Context: an optimization exercise on an open-source flow, tuned for small area and a short achievable clock period. The choices shown serve that exercise and are no tape-out recipe. At most, simulation tests tie the RTL to the original design; equivalence was not proved. Power and IR drop assume default switching activity.

==> fjord: inputs <==
==> flow/design.v <==
package pipe_trace_pkg;
    localparam logic [1:0] ST_IDLE_ENC      = 2'd0;
    localparam logic [1:0] ST_ARMED_ENC     = 2'd1;
    localparam logic [1:0] ST_TRIGGERED_ENC = 2'd2;
    localparam logic [1:0] ST_DONE_ENC      = 2'd3;
    typedef enum logic [1:0] {
        ST_IDLE      = ST_IDLE_ENC,
        ST_ARMED     = ST_ARMED_ENC,
        ST_TRIGGERED = ST_TRIGGERED_ENC,
        ST_DONE      = ST_DONE_ENC
    } pipe_trace_state_e;
endpackage
module trace_ram #(
    parameter int DEPTH  = 16,
    parameter int W      = 160,
    parameter int NSEL   = 12,
    parameter int SEL_LO = 3
) (
    input  logic              clk,
    input  logic              shift_i,
    input  logic [W-1:0]      wdata_i,
    input  logic [NSEL-1:0]   sel_i,
    output logic [W-1:0]      rdata_o
);
    logic [DEPTH-1:0][W-1:0] rows_q;
    logic [W-1:0]            out_q, out_d;
    localparam int NGRP = (NSEL + 2) / 3;
    logic [NGRP-1:0][W-1:0] grp;
    always_comb begin
        for (int g = 0; g < NGRP; g++) begin
            grp[g] = '0;
            for (int j = 0; j < 3; j++) begin
                if (3*g + j < NSEL) begin
                    grp[g] = grp[g] | ({W{sel_i[3*g+j]}} & rows_q[SEL_LO+3*g+j]);
                end
            end
        end
        out_d = {W{~shift_i}} & out_q;
        for (int g = 0; g < NGRP; g++) begin
            out_d = out_d | ({W{shift_i}} & grp[g]);
        end
    end
    always_ff @(posedge clk) begin
        if (shift_i) begin
            rows_q <= {rows_q[DEPTH-2:0], wdata_i};
        end
    end
    always_ff @(posedge clk) begin
        out_q <= out_d;
    end
    assign rdata_o = out_q;
endmodule
module pipe_trace_buffer #(
    parameter int NUM_CH    = 4,
    parameter int CH_W      = 32,
    parameter int PC_W      = 32,
    parameter int DEPTH     = 16,
    parameter int POST_TRIG = 4,
    parameter int TS_W      = 16
) (
    input  logic                       clk,
    input  logic                       rst_n,
    input  logic                       sample_en,
    input  logic [PC_W-1:0]            pc_in,
    input  logic [NUM_CH*CH_W-1:0]     ch_in,
    input  logic                       arm,
    input  logic                       trig_en,
    input  logic [PC_W-1:0]            trig_pc,
    output logic [1:0]                 state,
    output logic                       wrapped,
    output logic [$clog2(DEPTH+1)-1:0] count,
    output logic                       rd_valid,
    input  logic                       rd_ready,
    output logic [PC_W-1:0]            rd_pc,
    output logic [NUM_CH*CH_W-1:0]     rd_data
);
    localparam int CNT_W   = $clog2(DEPTH+1);
    localparam int DATA_W  = NUM_CH*CH_W;
    localparam int ENTRY_W = PC_W + DATA_W;
    localparam int NSEL    = DEPTH - POST_TRIG;
    localparam int SEL_LO  = POST_TRIG - 1;
    localparam int POST_W  = (POST_TRIG > 1) ? $clog2(POST_TRIG) : 1;
    if ((DEPTH < 2) || ((DEPTH & (DEPTH - 1)) != 0) || (TS_W < 1)
        || (POST_TRIG < 1) || (POST_TRIG > DEPTH - 1)) begin : g_bad_params
        $error("pipe_trace_buffer: invalid DEPTH/POST_TRIG/TS_W");
    end
    pipe_trace_pkg::pipe_trace_state_e  state_q, state_d;
    logic [CNT_W-1:0]   count_q, count_d;
    logic               wrapped_q, wrapped_d;
    logic [POST_W-1:0]  post_q, post_d;
    logic               rd_valid_q, rd_valid_d;
    logic [NSEL-1:0]    sel_q, sel_d, sel_same, sel_inc;
    logic               ia_q, ia_d, it_q, it_d, at_q, at_d, nd_q, nd_d;
    logic [CNT_W-1:0]   cm_q, cm_d;
    logic               cnt_full;        
    logic               cnt_one;         
    logic               post_last;       
    logic               last_w;
    logic               writing;
    logic               fire;
    logic               shift;
    logic               trig_hit;
    logic [ENTRY_W-1:0] rdata;
    assign cnt_full  = (cm_q == CNT_W'(DEPTH - 1));
    assign cnt_one   = (cm_q == '0);
    assign writing   = sample_en && at_q;
    assign fire      = rd_valid_q && rd_ready;
    assign trig_hit  = trig_en && (pc_in == trig_pc);
    assign last_w    = it_q && (post_q == '0) && sample_en;
    assign shift     = fire || (nd_q && sample_en);
    always_comb begin
        if (!it_q) begin
            post_d = POST_W'(POST_TRIG - 1);
        end else if (sample_en) begin
            post_d = post_q - POST_W'(1);
        end else begin
            post_d = post_q;
        end
    end
    always_comb begin
        if (arm) begin
            state_d = pipe_trace_pkg::ST_ARMED;
        end else if (ia_q) begin
            state_d = (sample_en && trig_hit) ? pipe_trace_pkg::ST_TRIGGERED
                                              : pipe_trace_pkg::ST_ARMED;
        end else if (it_q) begin
            state_d = last_w ? pipe_trace_pkg::ST_DONE
                             : pipe_trace_pkg::ST_TRIGGERED;
        end else if (!nd_q) begin
            state_d = pipe_trace_pkg::ST_DONE;
        end else begin
            state_d = pipe_trace_pkg::ST_IDLE;
        end
        ia_d = (state_d == pipe_trace_pkg::ST_ARMED);
        it_d = (state_d == pipe_trace_pkg::ST_TRIGGERED);
        at_d = ia_d || it_d;
        nd_d = (state_d != pipe_trace_pkg::ST_DONE);
        if (arm) begin
            count_d = '0;
            cm_d    = '1;
        end else if (writing) begin
            count_d = cnt_full ? CNT_W'(DEPTH) : cm_q + CNT_W'(2);
            cm_d    = cnt_full ? cm_q : cm_q + CNT_W'(1);
        end else if (fire) begin
            count_d = cm_q;
            cm_d    = cm_q - CNT_W'(1);
        end else begin
            count_d = cm_q + CNT_W'(1);
            cm_d    = cm_q;
        end
        if (arm) begin
            wrapped_d = 1'b0;
        end else begin
            wrapped_d = wrapped_q || (writing && cnt_full);
        end
        if (arm) begin
            rd_valid_d = 1'b0;
        end else if (last_w) begin
            rd_valid_d = 1'b1;
        end else if (fire) begin
            rd_valid_d = !cnt_one;
        end else begin
            rd_valid_d = rd_valid_q;
        end
    end
    always_comb begin
        for (int k = 0; k < NSEL; k++) begin
            if (k == NSEL - 1) begin
                sel_same[k] = (cm_q >= CNT_W'(DEPTH - 2)) && (cm_q <= CNT_W'(DEPTH - 1));
                sel_inc[k]  = (cm_q >= CNT_W'(DEPTH - 3)) && (cm_q <= CNT_W'(DEPTH - 1));
            end else begin
                sel_same[k] = (cm_q == CNT_W'(SEL_LO + k));
                sel_inc[k]  = (cm_q == CNT_W'(SEL_LO + k - 1));
            end
        end
        if (arm) begin
            sel_d = '0;
        end else if (writing) begin
            sel_d = sel_inc;
        end else begin
            sel_d = sel_same;
        end
    end
    always_ff @(posedge clk or negedge rst_n) begin
        if (!rst_n) begin
            state_q    <= pipe_trace_pkg::ST_IDLE;
            count_q    <= '0;
            wrapped_q  <= 1'b0;
            post_q     <= '0;
            rd_valid_q <= 1'b0;
            ia_q       <= 1'b0;
            it_q       <= 1'b0;
            at_q       <= 1'b0;
            nd_q       <= 1'b1;
            cm_q       <= '1;
        end else begin
            state_q    <= state_d;
            count_q    <= count_d;
            wrapped_q  <= wrapped_d;
            post_q     <= post_d;
            rd_valid_q <= rd_valid_d;
            ia_q       <= ia_d;
            it_q       <= it_d;
            at_q       <= at_d;
            nd_q       <= nd_d;
            cm_q       <= cm_d;
        end
    end
    always_ff @(posedge clk) begin
        if (nd_q && !last_w) begin
            sel_q <= sel_d;
        end
    end
    trace_ram #(
        .DEPTH (DEPTH),
        .W     (ENTRY_W),
        .NSEL  (NSEL),
        .SEL_LO(SEL_LO)
    ) u_ram (
        .clk     (clk),
        .shift_i (shift),
        .wdata_i ({pc_in, ch_in}),
        .sel_i   (sel_q),
        .rdata_o (rdata)
    );
    assign state    = state_q;
    assign wrapped  = wrapped_q;
    assign count    = count_q;
    assign rd_valid = rd_valid_q;
    assign rd_pc    = rdata[DATA_W +: PC_W];
    assign rd_data  = rdata[DATA_W-1:0];
endmodule
==> flow/flow/run.sh <==
#!/bin/bash
# Layout flow: the standard ORFS flow (standard.sh, unchanged synthesis,
# floorplan, power grid, placement, CTS and routing), except that the
# buffers buffer_ports puts on every input and output port are plain
# sky130_fd_sc_hd__buf_2 cells instead of the cell it picks by default (a
# clock delay buffer). Timing repair resizes them afterwards as usual.
# make's full output goes to standard_sh.log; each ORFS step keeps its own
# log under orfs/logs/.
set -euo pipefail
cd "$(dirname "$0")/.."
export BUFFER_PORTS_ARGS="-buffer_cell sky130_fd_sc_hd__buf_2"
bash standard.sh finish > standard_sh.log 2>&1
==> flow/standard.sh <==
#!/bin/bash
# synth_recipe.tcl (not shown) runs the flow's synth.tcl, then flattens the netlist and writes it again
# the make line also repeats each setting of config.mk as NAME=value (left out here)
make -C /OpenROAD-flow-scripts/flow DESIGN_CONFIG=/design/flow/config.mk WORK_HOME=/design/flow/orfs CLKGATE_MAP_FILE= SYNTH_SCRIPT=/design/flow/synth_recipe.tcl "${@:-finish}"
==> flow/config.mk <==
export PLATFORM = sky130hd
export DESIGN_NAME = pipe_trace_buffer
export DESIGN_NICKNAME = pipe_trace_buffer
export VERILOG_FILES = /design/flow/design.v
export SDC_FILE = /design/flow/constraint.sdc
export NUM_CORES = 4
export LEC_CHECK = 0
export CAP_MARGIN = 20
export CORE_MARGIN = 2
export CORE_UTILIZATION = 55
export CTS_CLUSTER_DIAMETER = 100
export CTS_CLUSTER_SIZE = 30
export SETUP_SLACK_MARGIN = 2.4
export SLEW_MARGIN = 20
==> flow/constraint.sdc <==
create_clock -name core_clock -period 4.6 [get_ports {clk}]
set_input_delay 0.9200 -clock core_clock [delete_from_list [all_inputs] [get_ports {clk}]]
set_output_delay 0.9200 -clock core_clock [all_outputs]
set_load 0.01 [all_outputs]
==> inputs of umber, as changes to fjord <==
--- a/flow/design.v
+++ b/flow/design.v
@@ -25,18 +25,8 @@
     logic [DEPTH-1:0][W-1:0] rows_q;
     logic [W-1:0]            out_q, out_d;
-    localparam int NGRP = (NSEL + 2) / 3;
-    logic [NGRP-1:0][W-1:0] grp;
-    always_comb begin
-        for (int g = 0; g < NGRP; g++) begin
-            grp[g] = '0;
-            for (int j = 0; j < 3; j++) begin
-                if (3*g + j < NSEL) begin
-                    grp[g] = grp[g] | ({W{sel_i[3*g+j]}} & rows_q[SEL_LO+3*g+j]);
-                end
-            end
-        end
+    always_comb begin
         out_d = {W{~shift_i}} & out_q;
-        for (int g = 0; g < NGRP; g++) begin
-            out_d = out_d | ({W{shift_i}} & grp[g]);
+        for (int k = 0; k < NSEL; k++) begin
+            out_d = out_d | ({W{shift_i & sel_i[k]}} & rows_q[SEL_LO+k]);
         end
     end
@@ -91,24 +81,17 @@
     logic               rd_valid_q, rd_valid_d;
     logic [NSEL-1:0]    sel_q, sel_d, sel_same, sel_inc;
-    logic               ia_q, ia_d, it_q, it_d, at_q, at_d, nd_q, nd_d;
-    logic [CNT_W-1:0]   cm_q, cm_d;
-    logic               cnt_full;        
-    logic               cnt_one;         
-    logic               post_last;       
+    logic               done_q;
     logic               last_w;
     logic               writing;
-    logic               fire;
     logic               shift;
     logic               trig_hit;
     logic [ENTRY_W-1:0] rdata;
-    assign cnt_full  = (cm_q == CNT_W'(DEPTH - 1));
-    assign cnt_one   = (cm_q == '0);
-    assign writing   = sample_en && at_q;
-    assign fire      = rd_valid_q && rd_ready;
-    assign trig_hit  = trig_en && (pc_in == trig_pc);
-    assign last_w    = it_q && (post_q == '0) && sample_en;
-    assign shift     = fire || (nd_q && sample_en);
-    always_comb begin
-        if (!it_q) begin
+    assign done_q   = (state_q == pipe_trace_pkg::ST_DONE);
+    assign writing  = sample_en && ((state_q == pipe_trace_pkg::ST_ARMED)
+                                 || (state_q == pipe_trace_pkg::ST_TRIGGERED));
+    assign trig_hit = trig_en && (pc_in == trig_pc);
+    assign shift    = (rd_valid_q && rd_ready) || (!done_q && sample_en);
+    always_comb begin
+        if (state_q != pipe_trace_pkg::ST_TRIGGERED) begin
             post_d = POST_W'(POST_TRIG - 1);
         end else if (sample_en) begin
@@ -119,47 +102,42 @@
     end
     always_comb begin
+        state_d    = state_q;
+        count_d    = count_q;
+        wrapped_d  = wrapped_q;
+        rd_valid_d = rd_valid_q;
         if (arm) begin
-            state_d = pipe_trace_pkg::ST_ARMED;
-        end else if (ia_q) begin
-            state_d = (sample_en && trig_hit) ? pipe_trace_pkg::ST_TRIGGERED
-                                              : pipe_trace_pkg::ST_ARMED;
-        end else if (it_q) begin
-            state_d = last_w ? pipe_trace_pkg::ST_DONE
-                             : pipe_trace_pkg::ST_TRIGGERED;
-        end else if (!nd_q) begin
-            state_d = pipe_trace_pkg::ST_DONE;
-        end else begin
-            state_d = pipe_trace_pkg::ST_IDLE;
-        end
-        ia_d = (state_d == pipe_trace_pkg::ST_ARMED);
-        it_d = (state_d == pipe_trace_pkg::ST_TRIGGERED);
-        at_d = ia_d || it_d;
-        nd_d = (state_d != pipe_trace_pkg::ST_DONE);
-        if (arm) begin
-            count_d = '0;
-            cm_d    = '1;
-        end else if (writing) begin
-            count_d = cnt_full ? CNT_W'(DEPTH) : cm_q + CNT_W'(2);
-            cm_d    = cnt_full ? cm_q : cm_q + CNT_W'(1);
-        end else if (fire) begin
-            count_d = cm_q;
-            cm_d    = cm_q - CNT_W'(1);
-        end else begin
-            count_d = cm_q + CNT_W'(1);
-            cm_d    = cm_q;
-        end
-        if (arm) begin
-            wrapped_d = 1'b0;
-        end else begin
-            wrapped_d = wrapped_q || (writing && cnt_full);
-        end
-        if (arm) begin
+            state_d    = pipe_trace_pkg::ST_ARMED;
+            count_d    = '0;
+            wrapped_d  = 1'b0;
             rd_valid_d = 1'b0;
-        end else if (last_w) begin
-            rd_valid_d = 1'b1;
-        end else if (fire) begin
-            rd_valid_d = !cnt_one;
-        end else begin
-            rd_valid_d = rd_valid_q;
+        end else begin
+            if (writing) begin
+                if (count_q == CNT_W'(DEPTH)) begin
+                    wrapped_d = 1'b1;
+                end else begin
+                    count_d = count_q + CNT_W'(1);
+                end
+            end
+            unique case (state_q)
+                pipe_trace_pkg::ST_IDLE: ;
+                pipe_trace_pkg::ST_ARMED: begin
+                    if (sample_en && trig_hit) begin
+                        state_d = pipe_trace_pkg::ST_TRIGGERED;
+                    end
+                end
+                pipe_trace_pkg::ST_TRIGGERED: begin
+                    if (sample_en && (post_q == '0)) begin
+                        state_d    = pipe_trace_pkg::ST_DONE;
+                        rd_valid_d = 1'b1;
+                    end
+                end
+                pipe_trace_pkg::ST_DONE: begin
+                    if (rd_valid_q && rd_ready) begin
+                        count_d    = count_q - CNT_W'(1);
+                        rd_valid_d = (count_q != CNT_W'(1));
+                    end
+                end
+                default: ;
+            endcase
         end
     end
@@ -167,9 +145,9 @@
         for (int k = 0; k < NSEL; k++) begin
             if (k == NSEL - 1) begin
-                sel_same[k] = (cm_q >= CNT_W'(DEPTH - 2)) && (cm_q <= CNT_W'(DEPTH - 1));
-                sel_inc[k]  = (cm_q >= CNT_W'(DEPTH - 3)) && (cm_q <= CNT_W'(DEPTH - 1));
+                sel_same[k] = (count_q >= CNT_W'(DEPTH - 1));
+                sel_inc[k]  = (count_q >= CNT_W'(DEPTH - 2));
             end else begin
-                sel_same[k] = (cm_q == CNT_W'(SEL_LO + k));
-                sel_inc[k]  = (cm_q == CNT_W'(SEL_LO + k - 1));
+                sel_same[k] = (count_q == CNT_W'(SEL_LO + 1 + k));
+                sel_inc[k]  = (count_q == CNT_W'(SEL_LO + k));
             end
         end
@@ -189,9 +167,4 @@
             post_q     <= '0;
             rd_valid_q <= 1'b0;
-            ia_q       <= 1'b0;
-            it_q       <= 1'b0;
-            at_q       <= 1'b0;
-            nd_q       <= 1'b1;
-            cm_q       <= '1;
         end else begin
             state_q    <= state_d;
@@ -200,13 +173,9 @@
             post_q     <= post_d;
             rd_valid_q <= rd_valid_d;
-            ia_q       <= ia_d;
-            it_q       <= it_d;
-            at_q       <= at_d;
-            nd_q       <= nd_d;
-            cm_q       <= cm_d;
-        end
-    end
+        end
+    end
+    assign last_w = (state_q == pipe_trace_pkg::ST_TRIGGERED) && (post_q == '0) && sample_en;
     always_ff @(posedge clk) begin
-        if (nd_q && !last_w) begin
+        if (!done_q && !last_w) begin
             sel_q <= sel_d;
         end
--- a/flow/config.mk
+++ b/flow/config.mk
@@ -11,4 +11,4 @@
 export CTS_CLUSTER_DIAMETER = 100
 export CTS_CLUSTER_SIZE = 30
-export SETUP_SLACK_MARGIN = 2.4
+export SETUP_SLACK_MARGIN = 2.3
 export SLEW_MARGIN = 20
==> inputs of quartz, as changes to fjord <==
--- a/flow/design.v
+++ b/flow/design.v
@@ -32,5 +32,5 @@
             for (int j = 0; j < 3; j++) begin
                 if (3*g + j < NSEL) begin
-                    grp[g] = grp[g] | ({W{sel_i[3*g+j]}} & rows_q[SEL_LO+3*g+j]);
+                    grp[g] = grp[g] | ~({W{~sel_i[3*g+j]}} | rows_q[SEL_LO+3*g+j]);
                 end
             end
@@ -43,5 +43,5 @@
     always_ff @(posedge clk) begin
         if (shift_i) begin
-            rows_q <= {rows_q[DEPTH-2:0], wdata_i};
+            rows_q <= {rows_q[DEPTH-2:0], ~wdata_i};
         end
     end
--- a/flow/config.mk
+++ b/flow/config.mk
@@ -11,4 +11,4 @@
 export CTS_CLUSTER_DIAMETER = 100
 export CTS_CLUSTER_SIZE = 30
-export SETUP_SLACK_MARGIN = 2.4
+export SETUP_SLACK_MARGIN = 2.35
 export SLEW_MARGIN = 20
==> comparison <==
- The combinational power of umber is 9.0 times that of quartz.
- Between quartz and fjord, the lower die area is in quartz (gap about 0.9%, measured against fjord).
- In umber the hold slack is better than in fjord, by 220 ps.
- In umber the critical path depth is higher than in fjord, by 1.
- Of quartz and fjord, fjord has the higher area after synthesis (gap about 0.9%, measured against fjord).
- In flip-flop and latch count, quartz and fjord do not differ.
==> figures <==
metric                                                                          umber                    quartz                    fjord
TritonRoute pass-1 iters                                                            5                         5                        6
Run status                                                    complete, no violations   complete, no violations  complete, no violations
DP Wirelength                                                              109,300 um                100,300 um               100,900 um
Arrival time of the worst setup path                                          2950 ps                   2890 ps                  3010 ps
Cell with the biggest individual delay on the critical path  sky130_fd_sc_hd__dfrtp_1  sky130_fd_sc_hd__nand4_1  sky130_fd_sc_hd__nor4_4
Multi-input combinational cell count                                            1,598                     1,931                    1,450
Die H                                                                        405.5 um                  406.3 um                 408.1 um
Startpoint-to-endpoint class of the critical path                          reg -> reg                 in -> reg                in -> reg
Die X                                                                        405.5 um                  406.3 um                 408.1 um
Yosys reg bits                                                                  2,583                     2,592                    2,592
Final Instance Count excl. Fillers                                              7,104                     7,532                    6,972
Compound-cell area share of the yosys netlist                                 0.09985                   0.08508                   0.1180
Detailed route wirelength on metal2                                        101,400 um                 88,960 um                90,730 um
The RTL of fjord and quartz was laid out without a check of its function.

-- afterwards: timing with drivers on the ports --
The results above use ideal ports. As a check the final layouts listed here were re-extracted and re-timed, cells and wires unchanged.
Step 1 sets driving cells, clkbuf_16 on the clock port and buf_2 on the other inputs (assumed; they add their load-dependent delay and slew).
Step 2 adds t to the input delays and takes it off the output delays; t is the mean of the earliest and latest rising clock arrival at the registers after step 1. Input paths then give back, and output paths get back, about the clock's delay inside the block.
Slacks: ideal / step 1 / step 2; pairs: ideal / step 1.
run	t, ns	setup slack, ns	worst setup path at the end	worst data-port slew with drivers (ns)
fjord	0.841	2.248 / 2.280 / 1.467	input to register	0.12
umber	0.834	2.280 / 2.234 / 1.687	input to register	0.07
quartz	0.816	2.389 / 2.292 / 1.476	input to register	0.18
After both steps setup and hold are still met in every run listed. For quartz, which loses most, drivers alone change the setup slack by -0.097 ns; drivers and shift together by -0.913 ns.
